Source: an optimization exercise on an open RTL-to-GDS flow (aim: small area, a short achievable clock period and few clock cycles per item). Production flows keep margins and buffers that such runs may drop. Only simulation tests tie the RTL to the original design; equivalence was not proved. No activity file was given, so power comes from the tool's default toggle rates.

File: design.v
package cafl_pkg;
    localparam int unsigned DATA_W    = 16;
    localparam int unsigned S_TDATA_W = 40;
    localparam int unsigned M_TDATA_W = 24;
    localparam logic [4:0] OP_MOV  = 5'd0;
    localparam logic [4:0] OP_ADD  = 5'd1;
    localparam logic [4:0] OP_SUB  = 5'd2;
    localparam logic [4:0] OP_UMUL = 5'd3;
    localparam logic [4:0] OP_SMUL = 5'd4;
    localparam logic [4:0] OP_UDIV = 5'd5;
    localparam logic [4:0] OP_SDIV = 5'd6;
    localparam logic [4:0] OP_UMOD = 5'd7;
    localparam logic [4:0] OP_SMOD = 5'd8;
    localparam logic [4:0] OP_AND  = 5'd9;
    localparam logic [4:0] OP_OR   = 5'd10;
    localparam logic [4:0] OP_XOR  = 5'd11;
    localparam logic [4:0] OP_NOT  = 5'd12;
    localparam logic [4:0] OP_NEG  = 5'd13;
    localparam logic [4:0] OP_INC  = 5'd14;
    localparam logic [4:0] OP_DEC  = 5'd15;
    localparam logic [4:0] OP_SHL  = 5'd16;
    localparam logic [4:0] OP_SHR  = 5'd17;
    localparam logic [4:0] OP_SAR  = 5'd18;
    localparam logic [4:0] OP_ROL  = 5'd19;
    localparam logic [4:0] OP_ROR  = 5'd20;
    localparam logic [4:0] OP_BTST = 5'd21;
    localparam logic [4:0] OP_ADC  = 5'd22;
    localparam logic [4:0] OP_SBC  = 5'd23;
    localparam logic [4:0] OP_MULC = 5'd24;
    localparam logic [4:0] OP_UCMP = 5'd30;
    localparam logic [4:0] OP_SCMP = 5'd31;
    localparam logic [2:0] K_NORM = 3'd0;   
    localparam logic [2:0] K_BTST = 3'd1;   
    localparam logic [2:0] K_CMP  = 3'd2;   
    localparam logic [2:0] K_ILL  = 3'd3;   
    localparam logic [2:0] K_DZ   = 3'd4;   
    localparam logic [2:0] K_MUL  = 3'd5;   
    localparam logic [2:0] K_DIV  = 3'd6;   
endpackage
module cafl_csa #(
    parameter int N = 22
) (
    input  logic [N-1:0] x,
    input  logic [N-1:0] y,
    input  logic [N-1:0] z,
    output logic [N-1:0] s,
    output logic [N-1:0] c
);
    assign s = x ^ y ^ z;
    assign c = ((x & y) | (x & z) | (y & z)) << 1;
endmodule
module cafl_prep #(
    parameter int W = 4
) (
    input  logic        aclk,
    input  logic        aresetn,
    input  logic        load,
    input  logic [15:0] a,          
    input  logic [15:0] b,          
    input  logic        sgn,        
    input  logic        neg,        
    input  logic        cin,        
    input  logic        release_i,
    output logic        busy,
    output logic [15:0] res,
    output logic        cy
);
    localparam int STEPS = 16 / W;
    localparam int VW    = 21;      
    logic [15:0] a_q, l_q;
    logic [16:0] hs_q, hc_q;
    logic        cb_q;
    logic        sgn_q, neg_q;
    logic [1:0]  cnt_q;         
    logic [15:0] sa, sl;
    logic [16:0] shs, shc;
    logic        scb;
    assign sa  = load ? a : a_q;
    assign sl  = load ? b : l_q;
    assign shs = load ? 17'd0 : hs_q;
    assign shc = load ? 17'd0 : hc_q;
    assign scb = load ? cin : cb_q;
    logic [VW-1:0] pp [0:W-1];
    always_comb begin
        for (int j = 0; j < W; j++) begin
            pp[j] = ({{(VW-16){1'b0}}, sa} & {VW{sl[j]}}) << j;
        end
    end
    logic [VW-1:0] s1, c1, s2, c2, s3, c3, s4, c4;
    cafl_csa #(.N(VW)) u_c1 (.x({4'd0, shs}), .y({4'd0, shc}), .z(pp[0]), .s(s1), .c(c1));
    cafl_csa #(.N(VW)) u_c2 (.x(pp[1]), .y(pp[2]), .z(pp[3]), .s(s2), .c(c2));
    cafl_csa #(.N(VW)) u_c3 (.x(s1), .y(c1), .z(s2), .s(s3), .c(c3));
    cafl_csa #(.N(VW)) u_c4 (.x(s3), .y(c3), .z(c2), .s(s4), .c(c4));
    logic [W:0] low;
    assign low = {1'b0, s4[W-1:0]} + {1'b0, c4[W-1:0]} + {{W{1'b0}}, scb};
    always_ff @(posedge aclk) begin
        if (!aresetn) busy <= 1'b0;
        else if (load) busy <= 1'b1;
        else if (release_i) busy <= 1'b0;
    end
    always_ff @(posedge aclk) begin
        if (load || cnt_q != 2'(STEPS - 1)) begin
            a_q   <= sa;
            l_q   <= {low[W-1:0], sl[15:W]};
            hs_q  <= s4[VW-1:W];
            hc_q  <= c4[VW-1:W];
            cb_q  <= low[W];
            cnt_q <= load ? 2'd0 : cnt_q + 1'b1;
        end
        if (load) begin
            sgn_q <= sgn;
            neg_q <= neg;
        end
    end
    logic [15:0] nl, hx, hk;
    logic        unused_c1, hnz;
    cafl_add #(.N(16)) u_nl (.a(~l_q), .b(16'd0), .ci(1'b1), .y(nl), .co(unused_c1));
    assign hx  = hs_q[15:0] ^ hc_q[15:0];
    assign hk  = {hs_q[14:0] | hc_q[14:0], cb_q};
    assign hnz = (hx != hk);
    assign res = neg_q ? nl : l_q;
    assign cy  = sgn_q ? (!neg_q && (hnz || l_q[15])) : hnz;
endmodule
module cafl_div4 (
    input  logic [3:0] n,
    input  logic [3:0] d,
    output logic [3:0] q,
    output logic [3:0] r
);
    logic [1:0] t1, q1, r1;
    logic [3:0] t2;
    logic [4:0] d2;
    logic [5:0] d3;
    logic       c1, c2, c3;
    always_comb begin
        t1 = n[3:2];
        if (d == 4'd1) begin
            q1 = t1;
            r1 = 2'd0;
        end else if (d[3:2] == 2'b00 && t1 >= d[1:0]) begin
            q1 = 2'd1;
            r1 = t1 - d[1:0];
        end else begin
            q1 = 2'd0;
            r1 = t1;
        end
        t2 = {r1, n[1:0]};
        case (d[2:0])
            3'd1: d3 = 6'd3;
            3'd2: d3 = 6'd6;
            3'd3: d3 = 6'd9;
            3'd4: d3 = 6'd12;
            3'd5: d3 = 6'd15;
            default: d3 = 6'd16;
        endcase
        if (d[3]) d3 = 6'd16;
        d2 = {d, 1'b0};
        c1 = ({1'b0, t2} >= {1'b0, d});
        c2 = ({1'b0, t2} >= d2);
        c3 = ({2'b00, t2} >= d3);
        if (c3)      begin r = t2 - d3[3:0]; q = {q1, 2'd3}; end
        else if (c2) begin r = t2 - d2[3:0]; q = {q1, 2'd2}; end
        else if (c1) begin r = t2 - d;       q = {q1, 2'd1}; end
        else         begin r = t2;           q = {q1, 2'd0}; end
    end
endmodule
module cafl_add #(
    parameter int N = 16
) (
    input  logic [N-1:0] a,
    input  logic [N-1:0] b,
    input  logic         ci,
    output logic [N-1:0] y,
    output logic         co
);
    logic [N-1:0] x, g, p;
    logic [N-1:0] gl [0:5];
    logic [N-1:0] pl [0:5];
    always_comb begin
        x = a ^ b;
        g = a & b;
        p = x;
        g[0] = g[0] | (p[0] & ci);
        p[0] = 1'b0;
        gl[0] = g;
        pl[0] = p;
        for (int l = 0; l < 5; l++) begin
            gl[l+1] = gl[l];
            pl[l+1] = pl[l];
            for (int i = 0; i < N; i++) begin
                if (((i >> l) & 1) == 1) begin
                    gl[l+1][i] = gl[l][i] | (pl[l][i] & gl[l][((i >> l) << l) - 1]);
                    pl[l+1][i] = pl[l][i] & pl[l][((i >> l) << l) - 1];
                end
            end
        end
        y[0] = x[0] ^ ci;
        for (int i = 1; i < N; i++) y[i] = x[i] ^ gl[5][i-1];
        co = gl[5][N-1];
    end
endmodule
module cafl_cneg #(
    parameter int N = 16
) (
    input  logic [N-1:0] a,
    input  logic         neg,
    output logic [N-1:0] y
);
    logic [N-1:0] lo;    
    always_comb begin
        lo[0] = 1'b0;
        for (int i = 1; i < N; i++) lo[i] = lo[i-1] | a[i-1];
        y = a ^ ({N{neg}} & lo);
    end
endmodule
module cafl_sub #(
    parameter int N = 18
) (
    input  logic [N-1:0] a,
    input  logic [N-1:0] b,
    output logic [N-1:0] d,
    output logic         ge
);
    cafl_add #(.N(N)) u_add (.a(a), .b(~b), .ci(1'b1), .y(d), .co(ge));
endmodule
module cafl_div_stage (
    input  logic        aclk,
    input  logic        aresetn,
    input  logic        load,       
    input  logic [15:0] num,        
    input  logic [3:0]  rem0,       
    input  logic [15:0] den,        
    input  logic        sel_r,      
    input  logic        neg_q,      
    input  logic        neg_r,      
    input  logic        release_i,  
    output logic        busy,
    output logic [15:0] res,
    output logic        zf          
);
    logic [15:0] rem_q, nq_q, den_q;
    logic [2:0]  cnt_q;         
    logic sel_r_q, neg_q_q, neg_r_q;
    logic [17:0] t, r1, r2, r3;
    logic        c1, c2, c3;
    logic [15:0] rem_n;
    logic [1:0]  qd;
    assign t = {rem_q, nq_q[15:14]};
    cafl_sub #(.N(18)) u_s1 (.a(t), .b({2'b00, den_q}),        .d(r1), .ge(c1));
    cafl_sub #(.N(18)) u_s2 (.a(t), .b({1'b0, den_q, 1'b0}),   .d(r2), .ge(c2));
    logic [19:0] x3, m1, m2, s3, k3;
    logic        unused_c4;
    assign m1 = ~{4'd0, den_q};
    assign m2 = ~{3'd0, den_q, 1'b0};
    cafl_csa #(.N(20)) u_c3 (.x({2'd0, t}), .y(m1), .z(m2), .s(s3), .c(k3));
    cafl_add #(.N(20)) u_s3 (.a(s3), .b({k3[19:1], 1'b1}), .ci(1'b1), .y(x3), .co(unused_c4));
    assign r3 = x3[17:0];
    assign c3 = !x3[19];
    always_comb begin
        if (c3)      begin rem_n = r3[15:0]; qd = 2'd3; end
        else if (c2) begin rem_n = r2[15:0]; qd = 2'd2; end
        else if (c1) begin rem_n = r1[15:0]; qd = 2'd1; end
        else         begin rem_n = t[15:0];  qd = 2'd0; end
    end
    always_ff @(posedge aclk) begin
        if (!aresetn) busy <= 1'b0;
        else if (load) busy <= 1'b1;
        else if (release_i) busy <= 1'b0;
    end
    always_ff @(posedge aclk) begin
        if (load) begin
            rem_q   <= {12'd0, rem0};
            nq_q    <= num;
            den_q   <= den;
            cnt_q   <= 3'd1;
            sel_r_q <= sel_r;
            neg_q_q <= neg_q;
            neg_r_q <= neg_r;
        end else if (cnt_q != 3'd7) begin
            rem_q <= rem_n;
            nq_q  <= {nq_q[13:0], qd};
            cnt_q <= cnt_q + 1'b1;
        end
    end
    logic [15:0] dmr, negq;
    logic        unused_ge, unused_co;
    cafl_sub #(.N(16)) u_dmr (.a(den_q), .b(rem_q), .d(dmr), .ge(unused_ge));
    cafl_add #(.N(16)) u_neg (.a(~nq_q), .b(16'd0), .ci(1'b1), .y(negq), .co(unused_co));
    always_comb begin
        if (sel_r_q) res = (neg_r_q && rem_q != '0) ? dmr : rem_q;
        else         res = neg_q_q ? negq : nq_q;
    end
    assign zf = sel_r_q ? (rem_q == 16'd0) : (nq_q == 16'd0);
endmodule
module cafl_post (
    input  logic        aclk,
    input  logic        aresetn,
    input  logic        push,       
    input  logic [20:0] din,
    output logic        full,       
    output logic        full_n,     
    output logic        m_tvalid,
    input  logic        m_tready,
    output logic [23:0] m_tdata
);
    logic        hv, sv;
    logic [20:0] head, skid;
    logic        take;
    assign take = hv && m_tready;
    assign full = sv;
    always_comb begin
        full_n = sv;
        if (sv) begin
            if (take) full_n = 1'b0;
        end else if (push) begin
            if (hv && !take) full_n = 1'b1;
        end
    end
    always_ff @(posedge aclk) begin
        if (!aresetn) begin
            hv <= 1'b0;
            sv <= 1'b0;
        end else begin
            sv <= full_n;
            if (!sv) begin
                if (push) begin
                    if (!(hv && !take)) hv <= 1'b1;
                end else if (take) begin
                    hv <= 1'b0;
                end
            end
        end
    end
    always_ff @(posedge aclk) begin
        if (sv) begin
            if (take) head <= skid;
        end else if (push) begin
            if (hv && !take) skid <= din;
            else head <= din;
        end
    end
    assign m_tvalid = hv;
    assign m_tdata  = {3'b000, head};
endmodule
module cpu_alu_with_flags (
    input  logic                            aclk,
    input  logic                            aresetn,
    input  logic                            s_tvalid,
    output logic                            s_tready,
    input  logic [cafl_pkg::S_TDATA_W-1:0]  s_tdata,
    output logic                            m_tvalid,
    input  logic                            m_tready,
    output logic [cafl_pkg::M_TDATA_W-1:0]  m_tdata
);
    localparam int MW    = 4;             
    localparam int NDIV  = 2;             
    localparam int ND    = 7;             
    localparam int DXFER = ND + 1;        
    localparam int MXFER = 16 / MW + 1;   
    localparam int R_S   = 0;    
    localparam int R_SUM = 1;    
    localparam int R_AND = 2;
    localparam int R_OR  = 3;
    localparam int R_XOR = 4;
    localparam int R_NOT = 5;
    localparam int R_SH  = 6;    
    localparam int R_D   = 7;    
    localparam int C_CO  = 0;    
    localparam int C_NCO = 1;    
    localparam int C_SC  = 2;    
    localparam int C_D15 = 3;    
    typedef struct packed {
        logic [2:0] kind;
        logic [7:0] rsel;
        logic [3:0] csel;
        logic       zx_bt;    
        logic       zx_eq;    
        logic       nega;     
        logic       b_s;      
        logic       b_ns;     
        logic       b_one;    
        logic       cin;
        logic       left;     
        logic       mlo;      
        logic       mhi;      
        logic       fill;     
        logic       big;      
        logic       dneg;     
        logic       sneg;     
        logic       divop;    
        logic       dsmall;   
        logic       mulop;    
        logic       f0;       
        logic       f1;       
        logic       f2;       
    } ctl_t;
    function automatic ctl_t decode(input logic [4:0] op, input logic [15:0] dv,
                                    input logic [15:0] sv, input logic c);
        ctl_t k;
        logic bigs, sz;
        k = '0;
        bigs = |sv[15:4];
        sz   = (sv == 16'd0);
        k.kind = cafl_pkg::K_NORM;
        k.b_s  = 1'b1;
        k.rsel[R_D] = 1'b1;
        case (op)
            cafl_pkg::OP_MOV: k.rsel = 8'd1 << R_S;
            cafl_pkg::OP_ADD: begin k.rsel = 8'd1 << R_SUM; k.csel[C_CO] = 1'b1; k.b_s = 1'b1; end
            cafl_pkg::OP_ADC: begin
                k.rsel = 8'd1 << R_SUM; k.csel[C_CO] = 1'b1; k.b_s = 1'b1; k.cin = c;
            end
            cafl_pkg::OP_SUB: begin
                k.rsel = 8'd1 << R_SUM; k.csel[C_NCO] = 1'b1; k.b_s = 1'b0; k.b_ns = 1'b1;
                k.cin = 1'b1;
            end
            cafl_pkg::OP_SBC: begin
                k.rsel = 8'd1 << R_SUM; k.csel[C_NCO] = 1'b1; k.b_s = 1'b0; k.b_ns = 1'b1;
                k.cin = !c;
            end
            cafl_pkg::OP_UMUL, cafl_pkg::OP_SMUL, cafl_pkg::OP_MULC: begin
                k.kind = cafl_pkg::K_MUL;
                k.mulop = 1'b1;
                k.f0   = (op == cafl_pkg::OP_SMUL);
                k.dneg = (op == cafl_pkg::OP_SMUL) && dv[15];
                k.sneg = (op == cafl_pkg::OP_SMUL) && sv[15];
                k.f1   = (op == cafl_pkg::OP_SMUL) && (dv[15] ^ sv[15]);
                k.f2   = (op == cafl_pkg::OP_MULC) && c;
            end
            cafl_pkg::OP_UDIV, cafl_pkg::OP_SDIV, cafl_pkg::OP_UMOD, cafl_pkg::OP_SMOD: begin
                k.kind  = sz ? cafl_pkg::K_DZ : cafl_pkg::K_DIV;
                k.divop = 1'b1;
                k.dneg  = ((op == cafl_pkg::OP_SDIV) || (op == cafl_pkg::OP_SMOD)) && dv[15];
                k.sneg  = (op == cafl_pkg::OP_SDIV) && sv[15];
                k.dsmall = k.sneg ? (sv[15:4] == 12'hFFF && sv[3:0] != 4'd0) : (sv[15:4] == 12'd0);
                k.f0    = (op == cafl_pkg::OP_UMOD) || (op == cafl_pkg::OP_SMOD);
                k.f1    = (op == cafl_pkg::OP_SDIV) && (dv[15] ^ sv[15]);
                k.f2    = (op == cafl_pkg::OP_SMOD) && dv[15];
            end
            cafl_pkg::OP_AND: k.rsel = 8'd1 << R_AND;
            cafl_pkg::OP_OR:  k.rsel = 8'd1 << R_OR;
            cafl_pkg::OP_XOR: k.rsel = 8'd1 << R_XOR;
            cafl_pkg::OP_NOT: k.rsel = 8'd1 << R_NOT;
            cafl_pkg::OP_NEG: k.nega = 1'b1;    
            cafl_pkg::OP_INC: begin
                k.rsel = 8'd1 << R_SUM; k.csel[C_CO] = 1'b1; k.cin = 1'b1; k.b_s = 1'b0;
            end
            cafl_pkg::OP_DEC: begin
                k.rsel = 8'd1 << R_SUM; k.csel[C_NCO] = 1'b1; k.b_one = 1'b1; k.b_s = 1'b0;
            end
            cafl_pkg::OP_SHL: begin
                k.rsel = 8'd1 << R_SH; k.csel[C_D15] = 1'b1; k.left = 1'b1; k.mlo = 1'b1; k.big = bigs;
            end
            cafl_pkg::OP_SHR: begin k.rsel = 8'd1 << R_SH; k.mhi = 1'b1; k.big = bigs; end
            cafl_pkg::OP_SAR: begin
                k.rsel = 8'd1 << R_SH; k.mhi = 1'b1; k.fill = 1'b1; k.big = bigs;
            end
            cafl_pkg::OP_ROL: begin k.rsel = 8'd1 << R_SH; k.left = 1'b1; end
            cafl_pkg::OP_ROR: k.rsel = 8'd1 << R_SH;
            cafl_pkg::OP_BTST: begin k.kind = cafl_pkg::K_BTST; k.zx_bt = 1'b1; end
            cafl_pkg::OP_UCMP: begin
                k.kind = cafl_pkg::K_CMP; k.csel[C_NCO] = 1'b1; k.b_s = 1'b0; k.b_ns = 1'b1;
                k.cin = 1'b1; k.zx_eq = 1'b1;
            end
            cafl_pkg::OP_SCMP: begin
                k.kind = cafl_pkg::K_CMP; k.csel[C_SC] = 1'b1; k.b_s = 1'b0; k.b_ns = 1'b1;
                k.cin = 1'b1;
                k.zx_eq = 1'b1;
            end
            default: k.kind = cafl_pkg::K_ILL;
        endcase
        decode = k;
    endfunction
    logic        r1_v;
    logic [15:0] aa, bb;
    logic [3:0]  ramt;
    ctl_t        k;
    logic [15:0] aa_in, bb_in;
    ctl_t        k_in;
    localparam logic [3:0] T_MUL = 4'b0110;
    localparam logic [3:0] T_DIV = 4'b0111;
    logic [ND:1][3:0]  dl_t;
    logic [ND:1][15:0] dl_res;
    logic [3:0]        tag_in;
    logic adv, full, issue, r1_take;
    logic is_mul, is_div;
    assign adv    = !full;
    assign is_mul = (k.kind == cafl_pkg::K_MUL);
    assign is_div = (k.kind == cafl_pkg::K_DIV);
    logic [15:0] res;
    logic        cy, zx;
    logic        cout;
    logic [15:0] sum;
    logic [3:0]  n;
    logic [15:0] rot, tlo, thi, shv;
    logic [31:0] dd;
    cafl_add #(.N(16)) u_alu_add (.a(aa), .b(bb), .ci(k.cin), .y(sum), .co(cout));
    logic [15:0] dres;
    cafl_cneg #(.N(16)) u_dres (.a(aa), .neg(k.dneg), .y(dres));
    always_comb begin
        n    = bb[3:0];
        dd   = {aa, aa};
        rot  = dd[ramt +: 16];
        for (int i = 0; i < 16; i++) begin
            tlo[i] = (i < n);
            thi[i] = ((15 - i) < n);
        end
        if (k.big) shv = {16{k.fill & aa[15]}};
        else shv = (rot & ~({16{k.mlo}} & tlo) & ~({16{k.mhi}} & thi))
                 | ({16{k.fill & aa[15]}} & thi);
        res = ({16{k.rsel[R_S]}}   & bb)
            | ({16{k.rsel[R_SUM]}} & sum)
            | ({16{k.rsel[R_AND]}} & (aa & bb))
            | ({16{k.rsel[R_OR]}}  & (aa | bb))
            | ({16{k.rsel[R_XOR]}} & (aa ^ bb))
            | ({16{k.rsel[R_NOT]}} & ~aa)
            | ({16{k.rsel[R_SH]}}  & shv)
            | ({16{k.rsel[R_D]}}   & dres);
        cy  = (k.csel[C_CO] & cout) | (k.csel[C_NCO] & !cout)
            | (k.csel[C_SC] & ((aa[15] ^ !bb[15]) ? aa[15] : !cout))
            | (k.csel[C_D15] & aa[15]);
        zx  = (k.zx_bt & !aa[n]) | (k.zx_eq & ((aa ^ bb) == 16'hFFFF));
    end
    logic [15:0] num, den;    
    logic        m_busy, m_cy, m_rel;
    logic [15:0] m_res;
    assign m_rel = adv && (dl_t[MXFER-1] == T_MUL);
    cafl_prep #(.W(MW)) u_mul (
        .aclk      (aclk),
        .aresetn   (aresetn),
        .load      (mload_q),
        .a         (num),
        .b         (den),
        .sgn       (k.f0),
        .neg       (k.f1),
        .cin       (k.f2),
        .release_i (m_rel),
        .busy      (m_busy),
        .res       (m_res),
        .cy        (m_cy)
    );
    logic [NDIV-1:0] dv_busy, dv_load, dv_rel;
    logic [NDIV-1:0][15:0] dv_res;
    logic [NDIV-1:0]       dv_zf;
    logic [0:0]  wp, rp;
    logic        rd_div;
    assign num = aa;
    assign den = bb;
    logic [3:0] q2, r2, qt, rt;
    cafl_div4 u_div4 (.n(aa[15:12]), .d(bb[3:0]), .q(qt), .r(rt));
    always_comb begin
        if (!k.dsmall) begin
            q2 = 4'd0;
            r2 = aa[15:12];
        end else begin
            q2 = qt;
            r2 = rt;
        end
    end
    assign rd_div = adv && (dl_t[DXFER-1] == T_DIV);
    for (genvar j = 0; j < NDIV; j++) begin : g_div
        assign dv_load[j] = dload_q[j];
        assign dv_rel[j]  = rd_div && (rp == j);
        cafl_div_stage u_div (
            .aclk      (aclk),
            .aresetn   (aresetn),
            .load      (dv_load[j]),
            .num       ({num[11:0], q2}),
            .rem0      (r2),
            .den       (den),
            .sel_r     (k.f0),
            .neg_q     (k.f1),
            .neg_r     (k.f2),
            .release_i (dv_rel[j]),
            .busy      (dv_busy[j]),
            .res       (dv_res[j]),
            .zf        (dv_zf[j])
        );
    end
    always_ff @(posedge aclk) begin
        if (!aresetn) begin
            wp <= '0;
            rp <= '0;
        end else begin
            if (|dload_q) wp <= ~wp;
            if (rd_div) rp <= ~rp;
        end
    end
    logic            r1_take_q, issue_q;
    logic            mload_q;               
    logic [NDIV-1:0] dload_q;               
    assign issue = issue_q;
    logic            full_n, adv_n, r1_v_n, m_busy_n, m_rel_n, rd_div_n;
    logic [3:0]      mt_n, dt_n;
    logic [2:0]      kind_n;
    logic [0:0]      wp_n, rp_n;
    logic [NDIV-1:0] dv_busy_n;
    logic            is_mul_n, is_div_n, can_issue_n;
    always_comb begin
        adv_n    = !full_n;
        r1_v_n   = r1_take ? s_tvalid : r1_v;
        is_mul_n = (r1_take && s_tvalid) ? k_in.mulop : (k.kind == cafl_pkg::K_MUL);
        kind_n   = (r1_take && s_tvalid) ? k_in.kind : k.kind;
        is_div_n = (r1_take && s_tvalid) ? k_in.divop
                 : (k.kind == cafl_pkg::K_DIV) || (k.kind == cafl_pkg::K_DZ);
        mt_n     = adv ? dl_t[MXFER-2] : dl_t[MXFER-1];
        dt_n     = adv ? dl_t[DXFER-2] : dl_t[DXFER-1];
        m_busy_n = mload_q ? 1'b1 : m_rel ? 1'b0 : m_busy;
        for (int j = 0; j < NDIV; j++)
            dv_busy_n[j] = dv_load[j] ? 1'b1 : dv_rel[j] ? 1'b0 : dv_busy[j];
        wp_n     = (|dload_q) ? ~wp : wp;
        rp_n     = rd_div ? ~rp : rp;
        m_rel_n  = adv_n && (mt_n == T_MUL);
        rd_div_n = adv_n && (dt_n == T_DIV);
        can_issue_n = 1'b1;
        if (is_mul_n && m_busy_n && !m_rel_n) can_issue_n = 1'b0;
        if (is_div_n && dv_busy_n[wp_n] && !(rd_div_n && (rp_n == wp_n))) can_issue_n = 1'b0;
    end
    always_ff @(posedge aclk) begin
        if (!aresetn) begin
            r1_take_q <= 1'b1;
            issue_q   <= 1'b0;
            mload_q   <= 1'b0;
            dload_q   <= '0;
        end else begin
            r1_take_q <= !r1_v_n || (adv_n && can_issue_n);
            issue_q   <= r1_v_n && adv_n && can_issue_n;
            mload_q   <= r1_v_n && adv_n && can_issue_n && is_mul_n;
            for (int j = 0; j < NDIV; j++)
                dload_q[j] <= r1_v_n && adv_n && can_issue_n && (kind_n == cafl_pkg::K_DIV)
                              && (wp_n == j);
        end
    end
    assign r1_take  = r1_take_q;
    assign s_tready = r1_take_q;
    logic [15:0] ad_in, as_in;
    cafl_cneg #(.N(16)) u_absd (.a(s_tdata[20:5]), .neg(k_in.nega | k_in.dneg), .y(ad_in));
    cafl_cneg #(.N(16)) u_abss (.a(s_tdata[36:21]), .neg(k_in.sneg), .y(as_in));
    always_comb begin
        k_in  = decode(s_tdata[4:0], s_tdata[20:5], s_tdata[36:21], s_tdata[37]);
        aa_in = ad_in;
        bb_in = ({16{k_in.b_s}} & as_in) | ({16{k_in.b_ns}} & ~s_tdata[36:21])
              | {16{k_in.b_one}};
    end
    always_ff @(posedge aclk) begin
        if (!aresetn) r1_v <= 1'b0;
        else if (r1_take) r1_v <= s_tvalid;
    end
    always_ff @(posedge aclk) begin
        if (r1_take && s_tvalid) begin
            aa   <= aa_in;
            bb   <= bb_in;
            ramt <= k_in.left ? 4'd0 - s_tdata[24:21] : s_tdata[24:21];
            k    <= k_in;
        end
    end
    always_comb begin
        case (k.kind)
            cafl_pkg::K_NORM: tag_in = {3'b010, cy};
            cafl_pkg::K_BTST: tag_in = {3'b100, zx};
            cafl_pkg::K_CMP:  tag_in = {2'b11, cy, zx};
            cafl_pkg::K_ILL:  tag_in = 4'b0001;
            cafl_pkg::K_DZ:   tag_in = 4'b0010;
            cafl_pkg::K_MUL:  tag_in = T_MUL;
            default:          tag_in = T_DIV;
        endcase
        if (!issue) tag_in = 4'b0000;
    end
    always_ff @(posedge aclk) begin
        if (!aresetn) begin
            dl_t <= '0;
        end else if (adv) begin
            dl_t[1] <= tag_in;
            for (int i = 2; i <= ND; i++) begin
                if (i == MXFER && dl_t[i-1] == T_MUL) dl_t[i] <= {3'b010, m_cy};
                else dl_t[i] <= dl_t[i-1];
            end
        end
    end
    always_ff @(posedge aclk) begin
        if (adv) begin
            dl_res[1] <= res;
            for (int i = 2; i <= ND; i++) begin
                if (i == MXFER && dl_t[i-1] == T_MUL) dl_res[i] <= m_res;
                else dl_res[i] <= dl_res[i-1];
            end
        end
    end
    logic [15:0] o_res;
    logic        o_cy, o_zf, o_wr, o_ill, o_dz;
    logic [3:0]  ot;
    logic        o_div, o_cmp, o_zx;
    always_comb begin
        ot    = dl_t[ND];
        o_div = (ot == T_DIV);
        o_cmp = (ot[3:2] == 2'b11);
        o_zx  = ((ot[3:1] == 3'b100) && ot[0]) || (o_cmp && ot[0]);
        o_cy  = ((ot[3:1] == 3'b010) && ot[0]) || (o_cmp && ot[1]);
        if (o_div) begin
            o_res = dv_res[rp];
            o_zf  = dv_zf[rp];
        end else begin
            o_res = dl_res[ND];
            o_zf  = o_zx || (!o_cmp && (o_res == '0));
        end
        o_wr  = (ot[3:1] == 3'b010) || o_div;
        o_ill = (ot == 4'b0001);
        o_dz  = (ot == 4'b0010);
    end
    cafl_post u_out (
        .aclk     (aclk),
        .aresetn  (aresetn),
        .push     (adv && (dl_t[ND] != 4'b0000)),
        .din      ({o_dz, o_ill, o_wr, o_zf, o_cy, o_res}),
        .full     (full),
        .full_n   (full_n),
        .m_tvalid (m_tvalid),
        .m_tready (m_tready),
        .m_tdata  (m_tdata)
    );
endmodule
File: flow/run.sh
#!/bin/bash
# Layout flow: the standard flow (standard.sh: unchanged synthesis and
# steps, the design's clock and I/O constraints), with every port still
# buffered but by a plain buffer (buf_2) rather than the delay buffer the
# port-buffering step picks by default.
set -euo pipefail
bash standard.sh "BUFFER_PORTS_ARGS=-buffer_cell sky130_fd_sc_hd__buf_2" finish > standard_flow.log 2>&1
File: standard.sh
#!/bin/bash
# synth_recipe.tcl (not shown) runs the flow's synth.tcl, then flattens the netlist and writes it again
# the make line also repeats each setting of config.mk as NAME=value (left out here)
make -C /OpenROAD-flow-scripts/flow DESIGN_CONFIG=/design/flow/config.mk WORK_HOME=/design/flow/orfs CLKGATE_MAP_FILE= SYNTH_SCRIPT=/design/flow/synth_recipe.tcl "${@:-finish}"
File: config.mk
export PLATFORM = sky130hd
export DESIGN_NAME = cpu_alu_with_flags
export DESIGN_NICKNAME = cpu_alu_with_flags
export VERILOG_FILES = /design/flow/design.v
export SDC_FILE = /design/flow/constraint.sdc
export NUM_CORES = 4
export LEC_CHECK = 0
export CAP_MARGIN = 20
export CORE_MARGIN = 2
export CORE_UTILIZATION = 55
export CTS_CLUSTER_DIAMETER = 80
export CTS_CLUSTER_SIZE = 25
export SETUP_SLACK_MARGIN = 5
export SLEW_MARGIN = 20
File: constraint.sdc
create_clock -name core_clock -period 9.0 [get_ports {aclk}]
set_input_delay 1.8000 -clock core_clock [delete_from_list [all_inputs] [get_ports {aclk}]]
set_output_delay 1.8000 -clock core_clock [all_outputs]
set_load 0.01 [all_outputs]
==> out/qor.txt, run 1 <==
DR vias: 23715
CP Data Arrival Time: 4270 ps
Die area: 0.0588 sq mm
Clock share of power: 0.136
Worst path max stage delay: 550 ps
Hold Crit Start: dl_res[37]$_DFFE_PN_
CTS Buffer Depth: 3
Top cell type's share of synthesized area: 0.348
End of the worst hold path: dl_res[53]$_DFFE_PN_
Flop pwr share: 0.314
Final period util: 0.432
GRT overflow: 0
# fillers: 4780
Setup TNS: 0 ps
Comb pwr share: 0.550
Layout Nets: 3506
WP buf/inv: 1
Post-DP HPWL: 61700 microns
First-pass DRT Iterations: 7
Initial antenna violation count: 5
Worst skew pair latency: 640 ps
Synth Warn #: 17
Leak: 13.6 nW
Min-Delay Path Depth: 0
Clk sinks: 433
Final Hold Viols: 0
Power Dens Cells: 323 mW/mm^2
CTS tree: built
Via/cell ratio: 6.09
Die Span Y: 242 microns
Internal Power: 6.22 mW
Port Buf Inserts: 64
RSZ-0062 raised after global routing: yes
Max-slew headroom: 0.290
CTS buffer count: 29
Post-Syn Instances: 3091
Reg2Reg Depth: 13
Max_cap viols: 0
Synth unique cells: 80
Core Area: 0.0563 sq mm
Worst min path class: reg2reg
Drt wl/cell: 22.0 microns
Critical Path Sink Type: register
Final worst setup slack: 5110 ps
Max Clock Skew: 35.5 ps
Initial Utilization: 0.556
CP max FO: 4
Post-synth EDFFs: 362
Most used DFF post-synth: edfxtp_1
# rows: 87
Largest net degree at the start of global routing: 82
Number of global-route vias before repair: 23550
FFs w/ async S/R, synth: 0
Final setup viols: 0
Post-Synthesis Cell Area: 0.0313 sq mm
Critical path's most frequent cell: or3_4
Max VDD drop: 0.000374 V
Psw: 4.72 mW
R2r setup slk: 5130 ps
Routed wire length: 85900 microns
Synth top area cells: edfxtp_1, ha_1, fa_1, dfxtp_1, nor2_1
Worst Setup Start Kind: input pin
Worst r2r src: g_div[0].u_div.den_q[3]$_DFFE_PP_
Max Slew Vio Count: 0
Root Buffer: clkbuf_16
I/O pin count: 70
CP Class: in2reg
# DRC: 0
Place WS: 4430 ps
Status: finished clean
Total global-route track usage: 0.290
Initial DRC Count: 1976
CTS clk-pin slew, worst paths: 100 ps
Min Tclk post-route: 3890 ps
Synth top cells by count: edfxtp_1, nor2_1, inv_1, nand2_1, ha_1
Critical-path cell list: buf_2, or4_4, or3_4, or4_4, or3_4, or3_4, o31ai_4, xnor2_1
Ratio of cells with drive above 1 in the final layout: 0.119
Syn avg cell area: 10.1 sq um
Routed Antenna Nets: 0
Fmax: 0.257 GHz
Slew at the pin closest to its max-slew limit: 1060 ps
H-tree Lvls: 1
Family with the most delay on the worst path: simple AND/OR/NAND/NOR gates
Largest area contributor in the netlist: edfxtp_1
#FFs+latches synth: 433
Sequential Area: 0.0123 sq mm
Die width: 242 microns
CTS Hold Buffers Added: 0
Multi-input logic area: 0.0176 sq mm
Slowest CP cell: or4_4
Sw frac: 0.431
Layout overhead on the synthesized area: 8.49%
RR Endpoint: g_div[0].u_div.rem_q[3]$_DFFE_PP_
First-pass GRT wire length: 133000 microns
Most common cell in the netlist: edfxtp_1
Seq/Total Area, Yosys: 0.393
Gpl congestion: 0.939
Req. time, crit path: 9380 ps
## area by class of cell
cell class,instances,area share
multi-input cells,2236,0.519
flip-flops and latches,433,0.363
inverters,273,0.0309
repair buffers,143,0.0290
well taps,756,0.0279
clock buffers,35,0.0221
clock inverters,19,0.00870
diodes,1,0.0000738
## power by group through the flow
stage                     clock network [mW]  logic, mW  registers (mW)
after detailed placement                   0       5.77            3.48
after global routing                    1.59       6.90            3.49
final                                   1.48       6.02            3.44
after floorplan                            0       4.39            3.27
after CTS                               1.52       5.87            3.43
after global placement                     0       5.52            3.47
## worst reg2reg max path, delay by kind of cell (launching register included)
| family | cells | cell delay [ps] |
|---|---|---|
| AO/OA/AOI/OAI | 8 | 1810 |
| adder cells (fa/ha/maj) | 2 | 830 |
| buffers and inverters | 3 | 470 |
| flip-flops | 1 | 490 |
## cell families (layout without fill, tap and decap cells)
logic type	after synthesis	count (layout)	synth area share
xor+xnor	166	166	0.0465
simple gates	835	835	0.124
compound gates	698	698	0.145
mux	188	188	0.0713
other cells	1	4	0.000120
buf+inv	424	470	0.0513
fa+ha+maj	346	346	0.169
flops	433	433	0.393
## stage by stage
step           power, mW  area, sq um  instances   util  hold slack (ps)
2_1_floorplan       7.65        31300       3093      -              400
3_3_place_gp        8.99        32400       3809  0.575              401
3_5_place_dp        9.25        32400       3809  0.575              405
4_1_cts             10.8        33500       3871  0.596              402
5_1_grt             12.0        33900       3895  0.603              401
6_report            10.9        33900       3896  0.603              403
## flip-flops by register name (all words and copies together), names as in the netlist, 21 cells and up
register	cells
k	26
g_div.u_div.den_q	32
g_div.u_div.rem_q	32
dl_t	28
u_out.head	21
g_div.u_div.nq_q	32
dl_res	112
u_out.skid	21
## how the worst max path moves through the flow
stage	start	to	slack, ps	depth (start not counted)
4_1_cts	g_div[0].u_div.den_q[0]$_DFFE_PP_	u_out.head[9]$_DFFE_PP_	5010	16
2_1_floorplan	s_tdata[6]	aa[15]$_DFFE_PP_	4710	7
3_5_place_dp	bb[1]$_DFFE_PP_	g_div[0].u_div.rem_q[0]$_DFFE_PP_	4430	16
5_1_grt	aa[14]$_DFFE_PP_	g_div[0].u_div.rem_q[3]$_DFFE_PP_	4960	20
6_report	s_tdata[6]	aa[15]$_DFFE_PP_	5110	8
3_3_place_gp	s_tdata[6]	aa[15]$_DFFE_PP_	4500	8
## cell usage in the layout, fill, tap and decap left out, types with 15 or more instances in the layout
cell       Yosys  layout
edfxtp_1     362     362
nor2_1       298     296
inv_1        269     250
nand2_1      230     229
ha_1         220     219
o21ai_0      186     179
a21oi_1      176     168
fa_1         126     124
xnor2_1      100     100
mux2i_1       99      95
mux2_2        68      68
buf_4          3      68
xor2_1        66      66
dfxtp_1       71      66
buf_2          0      65
nor3_1        48      46
o211ai_1      42      42
nand3_1       40      40
nand2b_1      40      39
nor2b_1       39      38
a21o_1        38      38
a211oi_1      34      30
clkbuf_16      0      29
nor4_1        25      25
o21a_1        22      22
mux4_2        21      21
nand4_1       20      20
a221oi_1      20      20
a31oi_1       21      19
and3_1        16      16
o31ai_1       16      16
or2_2         15      15
## layer usage
layer,global-route usage,part of all wire
met5,0,0
met2,0.498,0.48
met4,0.115,0.042
met1,0.371,0.41
met3,0.0390,0.063
## repair_timing
| item | 4_1_cts | 5_1_grt |
|---|---|---|
| gates resized for setup | 28 | 57 |
| hold endpoints to repair | 0 | 0 |
| pin swaps | 3 | 8 |
| endpoints found under the setup margin | 32 | 41 |
| buffers inserted | 7 | 23 |
| cloned | 1 | 1 |
Testbench counts, summed over its fixed seeds: cycles 17,485, items 16,000.
==> run 2, diff against run 1 <==
==> run.sh (new file) <==
#!/bin/bash
# synth_recipe.tcl (not shown) runs the flow's synth.tcl, then flattens the netlist and writes it again
# the make line also repeats each setting of config.mk as NAME=value (left out here)
make -C /OpenROAD-flow-scripts/flow DESIGN_CONFIG=/design/flow/config.mk WORK_HOME=/design/flow/orfs CLKGATE_MAP_FILE= SYNTH_SCRIPT=/design/flow/synth_recipe.tcl finish
removed: flow/run.sh
removed: standard.sh
==> run 2 against run 1 <==
Net effect: clock skew fell by 5.6 ps; critical path depth did not move; highest routed layer unchanged; worst hold slack improved by 13 ps; utilization rose by 0.86 points; sequential share of layout area fell by 0.51 points; combinational power barely moved; via count rose by 0.14%; clock power rose by 5%; critical endpoint unchanged; register-to-register slack got worse by 50 ps; power rose by 0.53%; sequential power barely moved; still clean; synthesized cell count did not move; largest cell class unchanged.
==> out/qor.txt, run 2 <==
CTS clk-pin slew, worst paths: 100 ps
Synth top area cells: edfxtp_1, ha_1, fa_1, dfxtp_1, nor2_1
Root Buffer: clkbuf_16
Total global-route track usage: 0.289
Final setup viols: 0
DR vias: 23749
Seq/Total Area, Yosys: 0.393
GRT overflow: 0
Power Dens Cells: 320 mW/mm^2
First-pass DRT Iterations: 5
Gpl congestion: 0.927
First-pass GRT wire length: 133000 microns
CTS Buffer Depth: 3
Clk sinks: 433
CP Data Arrival Time: 4310 ps
Place WS: 4100 ps
Synth top cells by count: edfxtp_1, nor2_1, inv_1, nand2_1, ha_1
Max VDD drop: 0.000334 V
Routed wire length: 85800 microns
Max-slew headroom: 0.363
Port Buf Inserts: 64
RSZ-0062 raised after global routing: yes
CTS buffer count: 30
Initial antenna violation count: 7
Top cell type's share of synthesized area: 0.348
Die width: 242 microns
Fmax: 0.254 GHz
Commonest non-fill, non-tap cell in the layout: edfxtp_1
H-tree Lvls: 1
Worst min path class: reg2reg
Worst Setup Start Kind: input pin
Initial Utilization: 0.556
Largest register FFs: 112
# fillers: 4736
Synth Warn #: 17
Critical Path Sink Type: register
Max Slew Vio Count: 0
CTS Hold Buffers Added: 0
Die Span Y: 242 microns
# DRC: 0
Post-Syn Instances: 3091
#FFs+latches synth: 433
Core Area: 0.0563 sq mm
Final period util: 0.438
Req. time, crit path: 9370 ps
Post-synth EDFFs: 362
Leak: 13.7 nW
Final Hold Viols: 0
Worst skew pair latency: 640 ps
Post-Synthesis Cell Area: 0.0313 sq mm
Syn avg cell area: 10.1 sq um
Most frequent cells in the layout: edfxtp_1, nor2_1, inv_1, nand2_1, ha_1
Min Tclk post-route: 3940 ps
Routed Antenna Nets: 0
Via/cell ratio: 6.08
Layout Nets: 3515
Most used DFF post-synth: edfxtp_1
Register bank with the most flops: dl_res
Die area: 0.0588 sq mm
Final worst setup slack: 5060 ps
Number of global-route vias before repair: 23550
Layout overhead on the synthesized area: 10.0%
Max_cap viols: 0
Largest net degree at the start of global routing: 71
CP Class: in2reg
I/O pin count: 70
Slew at the pin closest to its max-slew limit: 954 ps
CTS tree: built
Ratio of cells with drive above 1 in the final layout: 0.106
# rows: 87
Status: finished clean
Max Clock Skew: 29.9 ps
Post-DP HPWL: 61500 microns
Setup TNS: 0 ps
Initial DRC Count: 1960
Drt wl/cell: 21.9 microns
CP max FO: 3
FFs w/ async S/R, synth: 0
Largest area contributor in the netlist: edfxtp_1
Synth unique cells: 80
Most common cell in the netlist: edfxtp_1
-- run 2: routing by layer --
layer  GRT usage  wire, microns  up-vias
met1       0.377          36200    11657
li1            -              -    11198
met2       0.495          41300      723
met4       0.114           3800        0
met5           0              0        -
met3      0.0304           4450      171
-- run 2: final cells by class --
cell class	instances	area (sq um)	area share
antenna	4	10.0	0.000291
clock buffer	34	766	0.0223
multi-input combinational	2236	17600	0.513
timing repair buffer	151	1350	0.0393
sequential	433	12300	0.357
clock inverter	22	344	0.0100
inverter	273	1040	0.0303
tap	756	946	0.0275
-- run 2: path summary, 6_finish.rpt --
kind	start	end	slack [ps]	cells past startpoint
max reg2reg	g_div[0].u_div.den_q[3]$_DFFE_PP_	g_div[0].u_div.rem_q[2]$_DFFE_PP_	5080	13
min	dl_res[42]$_DFFE_PN_	dl_res[58]$_DFFE_PN_	420	0
min reg2reg	dl_res[42]$_DFFE_PN_	dl_res[58]$_DFFE_PN_	420	0
max	s_tdata[6]	aa[15]$_DFFE_PP_	5060	8
-- run 2: report_power, final --
part           internal, mW  switching (mW)
Sequential             2.96           0.457
Combinational          2.57            3.46
Clock                 0.709           0.841
Total                  6.24            4.76
-- run 2: cells by family after synthesis --
| logic type | count (synthesis) | synth area share |
|---|---|---|
| and+or+nand+nor | 835 | 0.124 |
| AOI/OAI and AO/OA | 698 | 0.145 |
| DFF | 433 | 0.393 |
| buffers and inverters | 424 | 0.0513 |
| adders and majority gates | 346 | 0.169 |
| muxes | 188 | 0.0713 |
| xor gates and xnor gates | 166 | 0.0465 |
| other | 1 | 0.000120 |
-- run 2: what timing repair did --
action / CTS / global route
buffers inserted: 7 / 25
gates cloned: 0 / 3
pin swaps: 8 / 17
endpoints found under the setup margin: 47 / 50
resized for setup: 51 / 59
-- run 2: per-stage QoR --
step / instance area [sq um] / hold WS (ps) / total power [mW] / instances / utilization
after floorplan: 31300 / 400 / 7.65 / 3093 / -
after global placement: 32700 / 403 / 9.01 / 3812 / 0.581
after detailed placement: 32700 / 405 / 9.24 / 3812 / 0.581
after CTS: 34000 / 405 / 10.9 / 3875 / 0.603
after global routing: 34400 / 429 / 12.0 / 3907 / 0.611
final: 34400 / 416 / 11.0 / 3909 / 0.611
-- run 2: critical path, stage by stage --
cell	delay [ps]
buf_8	90
or4_4	540
or3_4	390
or4_4	440
or3_4	350
or3_4	370
o31ai_4	230
xnor2_1	90

port drivers added, routing unchanged:
The flow's constraints put no driver on any port. The routed layouts listed below were extracted and timed again, unchanged, in two steps. Step 1, drivers: a clkbuf_16 drives aclk and a buf_2 each remaining input, both assumed. Step 2, shift: input delay + t, output delay - t, t = (earliest + latest rising clock arrival at the registers) / 2. This alone moves slack from input paths to output paths. Slacks: ideal ports / drivers / drivers and shift; pairs: ideal ports / drivers.
run | t, ns | setup slack, ns | hold WS [ns] | slew at the worst register clock pin (ns)
run 1 | 0.677 | 5.114 / 5.135 / 4.476 | 0.403 / 0.403 / 0.403 | 0.10 / 0.10
run 2 | 0.688 | 5.061 / 5.075 / 4.396 | 0.416 / 0.416 / 0.416 | 0.10 / 0.10
After both steps setup and hold are still met in every run listed. The setup slack of run 2, which loses most, moves by +0.014 ns with the drivers and by -0.665 ns with both steps.
